From an optimization exercise on the open Yosys and OpenROAD flow, aimed at small area; shortcuts taken in it are not production practice.
The RTL was checked by simulation tests, not by an equivalence proof against the original design.
No activity file was given, so power comes from the tool's default toggle rates.

==> design/flow/design.v <==
module rf_aoi222 (
    input  logic s0, d0, s1, d1, s2, d2,
    output logic y
);
    assign y = ~((s0 & d0) | (s1 & d1) | (s2 & d2));
endmodule
module rf_rdbit #(
    parameter int unsigned NE = 32
) (
    input  logic [NE-1:0] sel,
    input  logic [NE-1:0] d,
    output logic          y
);
    localparam int unsigned NG = NE / 3;
    localparam int unsigned NR = NE - 3 * NG;
    logic [NG:0] g_n;
    for (genvar g = 0; g < NG; g++) begin : g_grp
        rf_aoi222 u_aoi (
            .s0(sel[3*g]),   .d0(d[3*g]),
            .s1(sel[3*g+1]), .d1(d[3*g+1]),
            .s2(sel[3*g+2]), .d2(d[3*g+2]),
            .y (g_n[g])
        );
    end
    if (NR == 2) begin : g_rem2
        assign g_n[NG] = ~((sel[3*NG] & d[3*NG]) | (sel[3*NG+1] & d[3*NG+1]));
    end else if (NR == 1) begin : g_rem1
        assign g_n[NG] = ~(sel[3*NG] & d[3*NG]);
    end else begin : g_rem0
        assign g_n[NG] = 1'b1;
    end
    assign y = ~&g_n;
endmodule
module regfile_2r1w #(
    parameter int unsigned DATA_W = 32,
    parameter int unsigned ADDR_W = 5,
    parameter int unsigned BYPASS = 1,
    parameter int unsigned CNT_W  = 16
) (
    input  logic              clk,
    input  logic              rst_n,
    input  logic              we,
    input  logic [ADDR_W-1:0] wa,
    input  logic [DATA_W-1:0] wd,
    input  logic [ADDR_W-1:0] ra1,
    input  logic [ADDR_W-1:0] ra2,
    output logic [DATA_W-1:0] rd1,
    output logic [DATA_W-1:0] rd2,
    input  logic [ADDR_W-1:0] dbg_addr,
    output logic [DATA_W-1:0] dbg_data,
    output logic [CNT_W-1:0]  wr_count
);
    localparam int unsigned DEPTH = 2 ** ADDR_W;
    localparam int unsigned NREG  = DEPTH - 1;
    logic [DATA_W-1:0] data_q [DEPTH];
    logic [DEPTH-1:0]  vld_q;
    logic [DEPTH-1:0]  wsel;
    logic [CNT_W-1:0]  cnt_q;
    logic              wr_accept;
    logic              fwd1, fwd2;
    assign wr_accept = we && (wa != '0);
    always_comb begin
        for (int i = 0; i < DEPTH; i++) begin
            wsel[i] = wr_accept && (wa == i);
        end
    end
    always_ff @(posedge clk) begin
        for (int i = 1; i < DEPTH; i++) begin
            if (wsel[i]) begin
                data_q[i] <= wd;
            end
        end
    end
    always_ff @(posedge clk or negedge rst_n) begin
        if (!rst_n) begin
            vld_q <= '0;
        end else begin
            vld_q <= (vld_q | wsel) & {{(DEPTH-1){1'b1}}, 1'b0};
        end
    end
    always_ff @(posedge clk or negedge rst_n) begin
        if (!rst_n) begin
            cnt_q <= '0;
        end else if (wr_accept && (cnt_q != {CNT_W{1'b1}})) begin
            cnt_q <= cnt_q + {{(CNT_W-1){1'b0}}, 1'b1};
        end
    end
    assign fwd1 = (BYPASS != 0) && rst_n && wr_accept && (wa == ra1);
    assign fwd2 = (BYPASS != 0) && rst_n && wr_accept && (wa == ra2);
    logic [DEPTH-1:0] sel1, sel2;
    logic [NREG-1:0]  seld;
    always_comb begin
        sel1[0] = fwd1;
        sel2[0] = fwd2;
        for (int i = 1; i < DEPTH; i++) begin
            sel1[i]   = !fwd1 && vld_q[i] && (ra1 == i);
            sel2[i]   = !fwd2 && vld_q[i] && (ra2 == i);
            seld[i-1] = vld_q[i] && (dbg_addr == i);
        end
    end
    for (genvar b = 0; b < DATA_W; b++) begin : g_bit
        logic [DEPTH-1:0] dop;
        logic [NREG-1:0]  ddb;
        assign dop[0] = wd[b];
        for (genvar i = 1; i < DEPTH; i++) begin : g_ent
            assign dop[i]   = data_q[i][b];
            assign ddb[i-1] = data_q[i][b];
        end
        rf_rdbit #(.NE(DEPTH)) u_rd1 (.sel(sel1), .d(dop), .y(rd1[b]));
        rf_rdbit #(.NE(DEPTH)) u_rd2 (.sel(sel2), .d(dop), .y(rd2[b]));
        rf_rdbit #(.NE(NREG))  u_dbg (.sel(seld), .d(ddb), .y(dbg_data[b]));
    end
    assign wr_count = cnt_q;
endmodule
==> design/flow/run.sh <==
#!/bin/bash
# synth_recipe.tcl (not shown) runs the flow's synth.tcl, then flattens the netlist and writes it again
# the make line also repeats each setting of config.mk as NAME=value (left out here)
make -C /OpenROAD-flow-scripts/flow DESIGN_CONFIG=/design/flow/config.mk WORK_HOME=/design/flow/orfs CLKGATE_MAP_FILE= SYNTH_SCRIPT=/design/flow/synth_recipe.tcl finish
==> design/flow/config.mk <==
export PLATFORM = sky130hd
export DESIGN_NAME = regfile_2r1w
export DESIGN_NICKNAME = regfile_2r1w
export VERILOG_FILES = /design/flow/design.v
export SDC_FILE = /design/flow/constraint.sdc
export NUM_CORES = 4
export LEC_CHECK = 0
export CAP_MARGIN = 20
export CORE_MARGIN = 2
export CORE_UTILIZATION = 30
export PLACE_DENSITY = 0.45
export SLEW_MARGIN = 20
export SYNTH_HIERARCHICAL = 1
export SYNTH_MINIMUM_KEEP_SIZE = 0
==> design/flow/constraint.sdc <==
create_clock -name core_clock -period 9.0 [get_ports {clk}]
set_input_delay 1.8000 -clock core_clock [delete_from_list [all_inputs] [get_ports {clk}]]
set_output_delay 1.8000 -clock core_clock [all_outputs]
set_load 0.01 [all_outputs]
==> flow_summary.ini, run 1 <==
[run_status]
outcome = no timing/DRC/antenna violations

[setup_path]
slowest_delay_ns = 0.90
cp_slowest_cell = nor3_4
r2r-start = cnt_q[0]$_DFFE_PN0P_
r2r_slack_ns = 7.05
cp_num_buf_inv = 4
critPathArrivalTime_ns = 6.61
rr_worst_depth = 6
crit_start = wa[2]
path_cells = clkdlybuf4s50_1 > or2_4 > o41ai_4 > nor3_4 > buf_4 > nor3_2 > buf_4 > a222oi_1 > nand4_1 > or4_4 > clkdlybuf4s50_1
crit_path_end_kind = output pin
critPathKind = in -> out
r2r-end = cnt_q[1]$_DFFE_PN0P_
cp_top_family = simple AND/OR/NAND/NOR gates
worstPathMaxFanout = 32
startpoint_type = input pin
critical_path_required_ns = 7.20

[synthesis]
ys_types = 37
synth.yosys.warnings = 8
synth_fp_nets = 2876
yosysSeqAreaShare = 0.6710
synth_area_per_cell_sq_um = 16.36
syn-cell-area_sq_mm = 0.04615
synthCells = 2820
ys_ff_latch = 1039

[power]
cellPowerDensity_mw_per_mm2 = 205.2
finalPower_mw = 11.57
irDropWorstVdd_mv = 0.1450
cellLeakagePower_nw = 17.62

[placement]
dpl_worst_slack_ns = 0.7087
dp_hpwl_mm = 146.8
io_buffers = 166
place_congestion = 0.9558

[cts]
cts_buffers = 114
insertion_delay_ns = 0.73
post-cts-setup-buffers = 0
cts_resized = 0
clk_pin_slew_worst_paths_ns = 0.06
hold_buffers = 0
clock-root-buffer = clkbuf_16
cts_buffer_depth = 3
cts_tree = built
htreeDepth = 3
clock-sinks = 1039

[global_routing]
antenna_found_initial = 16
globalRouteOverflowTotal = 0
first_global_vias = 41050
grt_max_degree = 52
gr-usage-all-layers = 0.3191
grt_pass1_wl_mm = 346.6

[run]
drv_cap = 0

[hold_path]
hold_class = reg -> reg
min_from = cnt_q[15]$_DFFE_PN0P_
hold_depth = 1
hold_end = cnt_q[15]$_DFFE_PN0P_

[sta]
finalHoldViolCount = 0
max_freq_ghz = 0.1189
fin_crit_ns = 8.411
fin_ws_ns = 0.5886
tns_ns = 0
slew_headroom = 0.09756
slew_viol_final = 0
fin_crit_sh = 0.9346
clock_skew_ns = 0.008294
finalSetupViolCount = 0
rsz0062_at_grt = no
worst_pin_slew_ns = 1.354

[drt]
drc_errors = 0
drtIter0Drc = 13380
wl_per_cell_um = 48.61
wirelength_mm = 262.2
ant_nets = 0
num_vias = 42930
dr.pass1.iters = 17
vias_per_cell = 7.960

[finish]
mostFrequentLayoutCell = edfxtp_1
drive_above_1_share = 0.1826
utilization = 0.3703
fin_nets = 3314
layout_common_cells = edfxtp_1, a222oi_1, nand4_1
nFillCells = 14040
area_delta_synth_final_pct = 22.16

[floorplan]
io_pins = 167
num_rows = 143
dieWidth_um = 396.2
die_height_um = 396.2
die_area_sq_mm = 0.1570
start_util = 0.3031
coreArea_sq_mm = 0.1523
[per-module statistics from Yosys, one instance, submodules excluded, a selection]
module | cells inside | copies in the design | cell area [sq um]
regfile_2r1w | 1412 | 1 | 33340
rf_aoi222 | 1 | 960 | 10.01
[cells by family (layout without fill, tap and decap cells)]
group                      Yosys count  count (layout)  synth area share
AOI/OAI and AO/OA                 1058            1058            0.2289
xor gates and xnor gates            24              24          0.004555
adders and majority gates            1               1         0.0002711
buffers and inverters               33             570          0.003036
DFF                               1039            1039            0.6710
muxes                                2               2         0.0004880
other                                0               7                 0
and+or+nand+nor                    663             663           0.09175
[routing by layer]
layer	GRT usage	vias to the layer above	wire [um]
li1	-	15300	-
met1	0.4067	21160	92770
met2	0.4486	5217	105700
met3	0.1429	1241	45420
met4	0.1719	17	17970
met5	0.01539	-	325
[synthesized netlist by cell type (all sizes together)]
library cell / number / area, sq um
clkbuf: 20 / 75.07
xor2: 14 / 122.6
nor4b: 1 / 8.760
nand2: 154 / 578.1
and4b: 4 / 40.04
nor3: 21 / 115.1
a22o: 64 / 560.5
a222oi: 960 / 9609
nand3: 27 / 135.1
and2: 4 / 25.03
o211ai: 1 / 7.510
buf: 13 / 65.05
or2: 34 / 215.2
nand4: 198 / 1239
xnor2: 10 / 87.58
edfxtp: 992 / 29790
or4: 64 / 720.7
o41ai: 1 / 27.53
nor2b: 10 / 62.56
dfrtp: 47 / 1176
ha: 1 / 12.51
mux2: 2 / 22.52
nor3b: 3 / 22.52
and3: 29 / 181.4
nor2: 35 / 131.4
and3b: 2 / 17.52
nor4: 61 / 631.9
nand4b: 3 / 26.28
a2111o: 32 / 360.4
and4: 1 / 8.760
nand2b: 12 / 75.07
[where the power goes]
group	total [mW]	leakage, nW	switching, mW	internal, mW
logic	1.12	6.25	0.669	0.450
clock network	4.91	1.88	2.06	2.85
registers	5.54	9.48	0.133	5.41
total	11.6	17.6	2.86	8.71
[worst register-to-register path: stages (launching register included)]
cell     delay [ns]
dfrtp_1        0.44
ha_1           0.19
nand3_1        0.23
nor4_1         0.34
buf_4          0.23
nor2_1         0.09
mux2_2         0.33
[flip-flops by register name (all words and copies together), names as in the netlist]
signal  count
vld_q      31
data_q    992
cnt_q      16
[worst max path at each step]
stage	endpoint	slack, ns	cells past startpoint
after floorplan	rd2[0]	1.14	9
after global placement	rd2[15]	0.65	10
after detailed placement	rd2[24]	0.71	11
after CTS	rd2[24]	0.70	11
after global routing	rd2[24]	0.44	11
final	rd2[28]	0.59	11
[area by class of cell]
| class | instances | area [sq um] | share of cell area |
|---|---|---|---|
| Timing Repair Buffer | 355 | 3179 | 0.05639 |
| Antenna cell | 7 | 17.52 | 0.0003107 |
| Clock buffer | 134 | 3013 | 0.05344 |
| Clock inverter | 81 | 857.1 | 0.01520 |
| Multi-Input combinational cell | 1748 | 15810 | 0.2804 |
| Tap cell | 2030 | 2540 | 0.04505 |
| Sequential cell | 1039 | 30960 | 0.5492 |
[through the flow]
step / area [sq um] / hold slack [ns] / instances
finish: 56380 / 0.5040 / 5394
global route: 56360 / 0.5270 / 5388
CTS: 56410 / 0.5092 / 5386
detailed placement: 52540 / 0.4914 / 5171
global placement: 52520 / 0.4882 / 5169
floorplan: 46150 / 0.4766 / 2820
==> run 2, diff against run 1 <==
--- a/design/flow/design.v
+++ b/design/flow/design.v
@@ -4,4 +4,28 @@
 );
     assign y = ~((s0 & d0) | (s1 & d1) | (s2 & d2));
+endmodule
+module rf_aoi22 (
+    input  logic s0, d0, s1, d1,
+    output logic y
+);
+    assign y = ~((s0 & d0) | (s1 & d1));
+endmodule
+module rf_nand4 (
+    input  logic a, b, c, d,
+    output logic y
+);
+    assign y = ~(a & b & c & d);
+endmodule
+module rf_nand3 (
+    input  logic a, b, c,
+    output logic y
+);
+    assign y = ~(a & b & c);
+endmodule
+module rf_or3 (
+    input  logic a, b, c,
+    output logic y
+);
+    assign y = a | b | c;
 endmodule
 module rf_rdbit #(
@@ -12,7 +36,7 @@
     output logic          y
 );
-    localparam int unsigned NG = NE / 3;
-    localparam int unsigned NR = NE - 3 * NG;
+    localparam int unsigned NG = 10;
     logic [NG:0] g_n;
+    logic [2:0]  h;
     for (genvar g = 0; g < NG; g++) begin : g_grp
         rf_aoi222 u_aoi (
@@ -23,12 +47,17 @@
         );
     end
-    if (NR == 2) begin : g_rem2
-        assign g_n[NG] = ~((sel[3*NG] & d[3*NG]) | (sel[3*NG+1] & d[3*NG+1]));
-    end else if (NR == 1) begin : g_rem1
-        assign g_n[NG] = ~(sel[3*NG] & d[3*NG]);
-    end else begin : g_rem0
-        assign g_n[NG] = 1'b1;
+    if (NE == 32) begin : g_rem2
+        rf_aoi22 u_aoi (
+            .s0(sel[30]), .d0(d[30]),
+            .s1(sel[31]), .d1(d[31]),
+            .y (g_n[NG])
+        );
+    end else begin : g_rem1
+        assign g_n[NG] = ~(sel[30] & d[30]);
     end
-    assign y = ~&g_n;
+    rf_nand4 u_h0 (.a(g_n[0]), .b(g_n[1]), .c(g_n[2]), .d(g_n[3]), .y(h[0]));
+    rf_nand4 u_h1 (.a(g_n[4]), .b(g_n[5]), .c(g_n[6]), .d(g_n[7]), .y(h[1]));
+    rf_nand3 u_h2 (.a(g_n[8]), .b(g_n[9]), .c(g_n[10]), .y(h[2]));
+    rf_or3   u_y  (.a(h[0]), .b(h[1]), .c(h[2]), .y(y));
 endmodule
 module regfile_2r1w #(
==> design/flow/flow/run.sh (new file) <==
#!/bin/bash
# The standard layout (standard.sh), with two changes to how the layout is made:
#  - the input and output port buffers are sky130_fd_sc_hd__buf_1 cells;
#  - the clock tree uses clkbuf_8 cells in clusters of up to 18 sinks, without dummy loads.
# make's full output goes to standard.log here; each ORFS step logs under orfs/logs/.
set -euo pipefail
cd "$(dirname "$0")/.."
bash standard.sh \
  "BUFFER_PORTS_ARGS=-buffer_cell sky130_fd_sc_hd__buf_1" \
  "CTS_ARGS=-sink_clustering_enable -repair_clock_nets -sink_clustering_size 18 -sink_clustering_max_diameter 60 -buf_list sky130_fd_sc_hd__clkbuf_8 -dont_use_dummy_load" \
  finish > standard.log 2>&1
==> design/flow/standard.sh (new file) <==
#!/bin/bash
# synth_recipe.tcl (not shown) runs the flow's synth.tcl, then flattens the netlist and writes it again
# the make line also repeats each setting of config.mk as NAME=value (left out here)
make -C /OpenROAD-flow-scripts/flow DESIGN_CONFIG=/design/flow/config.mk WORK_HOME=/design/flow/orfs CLKGATE_MAP_FILE= SYNTH_SCRIPT=/design/flow/synth_recipe.tcl "${@:-finish}"
--- a/design/flow/config.mk
+++ b/design/flow/config.mk
@@ -7,7 +7,9 @@
 export LEC_CHECK = 0
 export CAP_MARGIN = 20
+export CELL_PAD_IN_SITES_DETAIL_PLACEMENT = 1
+export CELL_PAD_IN_SITES_GLOBAL_PLACEMENT = 1
 export CORE_MARGIN = 2
-export CORE_UTILIZATION = 30
-export PLACE_DENSITY = 0.45
+export CORE_UTILIZATION = 50
+export PLACE_DENSITY = 0.75
 export SLEW_MARGIN = 20
 export SYNTH_HIERARCHICAL = 1
removed: design/flow/run.sh
==> flow_summary.ini, run 2 <==
[floorplan]
io_pins = 167
die_area_sq_mm = 0.09486
num_rows = 111
dieWidth_um = 308.0
die_height_um = 308.0
start_util = 0.5041
coreArea_sq_mm = 0.09166

[global_routing]
antenna_found_initial = 11
grt_pass1_wl_mm = 320.2
globalRouteOverflowTotal = 0
grt_max_degree = 48
first_global_vias = 42610
gr-usage-all-layers = 0.4798

[finish]
largest_register = data_q
multi_input_area_sq_mm = 0.01594
layout_common_cells = edfxtp_1, a222oi_1, nand4_1
seq_area_sq_mm = 0.03096
area_delta_synth_final_pct = 12.02
stdcell_count = 4457
reg.largest.list = data_q x992, vld_q x31, cnt_q x16
fin_area_sq_mm = 0.05176
largest_reg_flops = 992
nFillCells = 8540
mostFrequentLayoutCell = edfxtp_1
drive_above_1_share = 0.1566
fin_nets = 3322

[sta]
slew_headroom = 0.1333
slew_viol_final = 0
max_freq_ghz = 0.1221
tns_ns = 0
worst_pin_slew_ns = 1.300
finalSetupViolCount = 0
rsz0062_at_grt = no
fin_crit_ns = 8.191
finalHoldViolCount = 0
clock_skew_ns = 0.02124
fin_crit_sh = 0.9101

[synthesis]
synth_common_cells = edfxtp_1, a222oi_1, nand4_1, nand3_1, or3_1
synthCells = 2852
yosysSeqAreaShare = 0.6702
ys_ff_latch = 1039
synth.top_cell.area_share = 0.6447
synth.yosys.warnings = 8
synthFlopType = edfxtp_1
synth_area_per_cell_sq_um = 16.20
yosysTopAreaCell = edfxtp_1
syn-cell-area_sq_mm = 0.04621
async_flop_share = 0.04524
synth.area.top_cells = edfxtp_1, a222oi_1, nand4_1
synth_edf_count = 992
ys_types = 36
synth.most_common_cell = edfxtp_1
synth_fp_nets = 2908

[cts]
clock-root-buffer = clkbuf_8
cts_resized = 0
post-cts-setup-buffers = 0
htreeDepth = 3
cts_tree = built
clock-sinks = 1039
insertion_delay_ns = 0.73
cts_buffer_depth = 3
cts_buffers = 90
hold_buffers = 0
clk_pin_slew_worst_paths_ns = 0.05

[power]
p_int_mw = 6.562
cellLeakagePower_nw = 15.59
p_seq_frac = 0.619
power_switching_mw = 2.367
cellPowerDensity_mw_per_mm2 = 172.5
clkPwrFrac = 0.276
comb_power_share = 0.105
swShare = 0.2651
irDropWorstVdd_mv = 0.1191

[placement]
dp_hpwl_mm = 139.1
io_buffers = 166
place_inst = 4356
place_area_sq_mm = 0.05039
place_congestion = 1.026

[setup_path]
critPathArrivalTime_ns = 6.39
critical_path_required_ns = 7.20
rr_worst_depth = 6
startpoint_type = input pin
worstPathMaxFanout = 31
crit_path_end_kind = output pin
r2r-end = cnt_q[1]$_DFFE_PN0P_
critPathKind = in -> out
r2r_slack_ns = 6.96
r2r-start = cnt_q[0]$_DFFE_PN0P_

[run]
drv_cap = 0

[drt]
drtIter0Drc = 14750
wirelength_mm = 234.1
wl_per_cell_um = 52.52
dr.pass1.iters = 22
vias_per_cell = 9.623
ant_nets = 0
drc_errors = 0
num_vias = 42890

[run_status]
outcome = no timing/DRC/antenna violations

[hold_path]
min_from = cnt_q[15]$_DFFE_PN0P_
hold_class = reg -> reg
hold_end = cnt_q[15]$_DFFE_PN0P_
hold_depth = 1
## run 2: cell types whose count changed after synthesis
cell and delta:
a2111o_1 -32, nand3_1 +96, a22o_1 -64, nand2_1 -64, nor4_1 -9, or3_1 +96
nor4_2 +9, or4_4 -64, a22oi_2 +64
## run 2: per-module statistics from Yosys (local to each module, per instance), a selection
module / flip-flops and latches / cell area (sq um)
regfile_2r1w: 1039 / 33390
rf_aoi22: 0 / 12.51
rf_aoi222: 0 / 10.01
rf_nand4: 0 / 6.256
rf_or3: 0 / 6.256
rf_nand3: 0 / 5.005
## run 2: cell families (layout without fill, tap and decap cells)
kind of cell | count (synthesis) | count (layout) | synth area share
AO/OA/AOI/OAI | 1026 | 1026 | 0.2261
XOR/XNOR | 24 | 24 | 0.004549
adder cells (fa/ha/maj) | 1 | 1 | 0.0002707
buffers and inverters | 33 | 445 | 0.003033
flip-flops | 1039 | 1039 | 0.6702
multiplexers | 2 | 2 | 0.0004874
other | 0 | 7 | 0
AND/OR/NAND/NOR | 727 | 727 | 0.09545
## run 2: layout make-up
| class | count | area share |
|---|---|---|
| repair buffers | 355 | 0.04085 |
| clock buffers | 90 | 0.02393 |
| diodes | 7 | 0.0003384 |
| multi-input cells | 1780 | 0.3080 |
| flip-flops and latches | 1039 | 0.5982 |
| well taps | 1186 | 0.02867 |
## run 2: worst max path at each step
stage	endpoint	slack [ns]	depth (start not counted)	startpoint
global route	rd2[24]	0.82	11	wa[2]
floorplan	rd1[0]	1.19	9	wa[2]
global placement	rd1[30]	1.30	11	wa[2]
finish	rd2[25]	0.81	11	wa[2]
CTS	rd2[24]	1.14	10	wa[1]
detailed placement	rd2[24]	1.15	10	wa[1]
## run 2: power groups by stage
stage	combinational [mW]	clock, mW	sequential (mW)
finish	0.938	2.46	5.53
global route	0.949	2.58	5.54
CTS	0.879	2.43	5.52
detailed placement	0.876	0	5.63
global placement	0.847	0	5.61
floorplan	0.401	0	5.60
## run 2: per-stage QoR
stage          power (mW)    util  setup slack [ns]  hold slack, ns
5_1_grt             9.068  0.5646            0.8175          0.5452
3_5_place_dp        6.502  0.5497             1.152          0.4942
2_1_floorplan       5.998       -             1.193          0.4766
6_report            8.928  0.5647            0.8094          0.5145
4_1_cts             8.831  0.5633             1.143          0.5259
3_3_place_gp        6.462  0.5495             1.300          0.4805
## run 2: critical path: stages
cell      delay, ns
buf_1          0.23
or2_4          0.38
o41ai_4        0.87
nor3_4         0.32
buf_4          0.44
nor4_4         1.01
buf_4          0.47
a222oi_1       0.17
nand4_1        0.14
or3_1          0.15
buf_1          0.36
## run 2: per-layer routing
metal	track usage	wire length (um)	vias up
met5	0.01550	98	-
met3	0.2247	44710	1447
li1	-	-	15180
met2	0.6750	95880	5399
met1	0.5861	73480	20850
met4	0.3216	19880	8

afterwards: timing with drivers on the ports:
No port has a modelled driver above. Below, the same layouts with a new extraction and two added sets of constraints.
Step 1 assumes that a clkbuf_16 drives the clock port and a buf_2 every other input.
Step 2 times the ports against the registers' clock, not the clock port: input delays grow and output delays shrink by t, the midpoint of the rising clock arrivals with the driver on.
Slacks: no drivers / after step 1 / after step 2; pairs: no drivers / after step 1.
| run | shift t [ns] | setup slack, ns | hold slack, ns |
|---|---|---|---|
| run 1 | 0.835 | 0.589 / 0.559 / 0.559 | 0.504 / 0.504 / 0.504 |
| run 2 | 0.835 | 0.809 / 0.784 / 0.784 | 0.515 / 0.515 / 0.515 |
After both steps setup and hold are still met in every run listed. The setup slack of run 1, which loses most, moves by -0.030 ns with the drivers and by -0.030 ns with both steps.
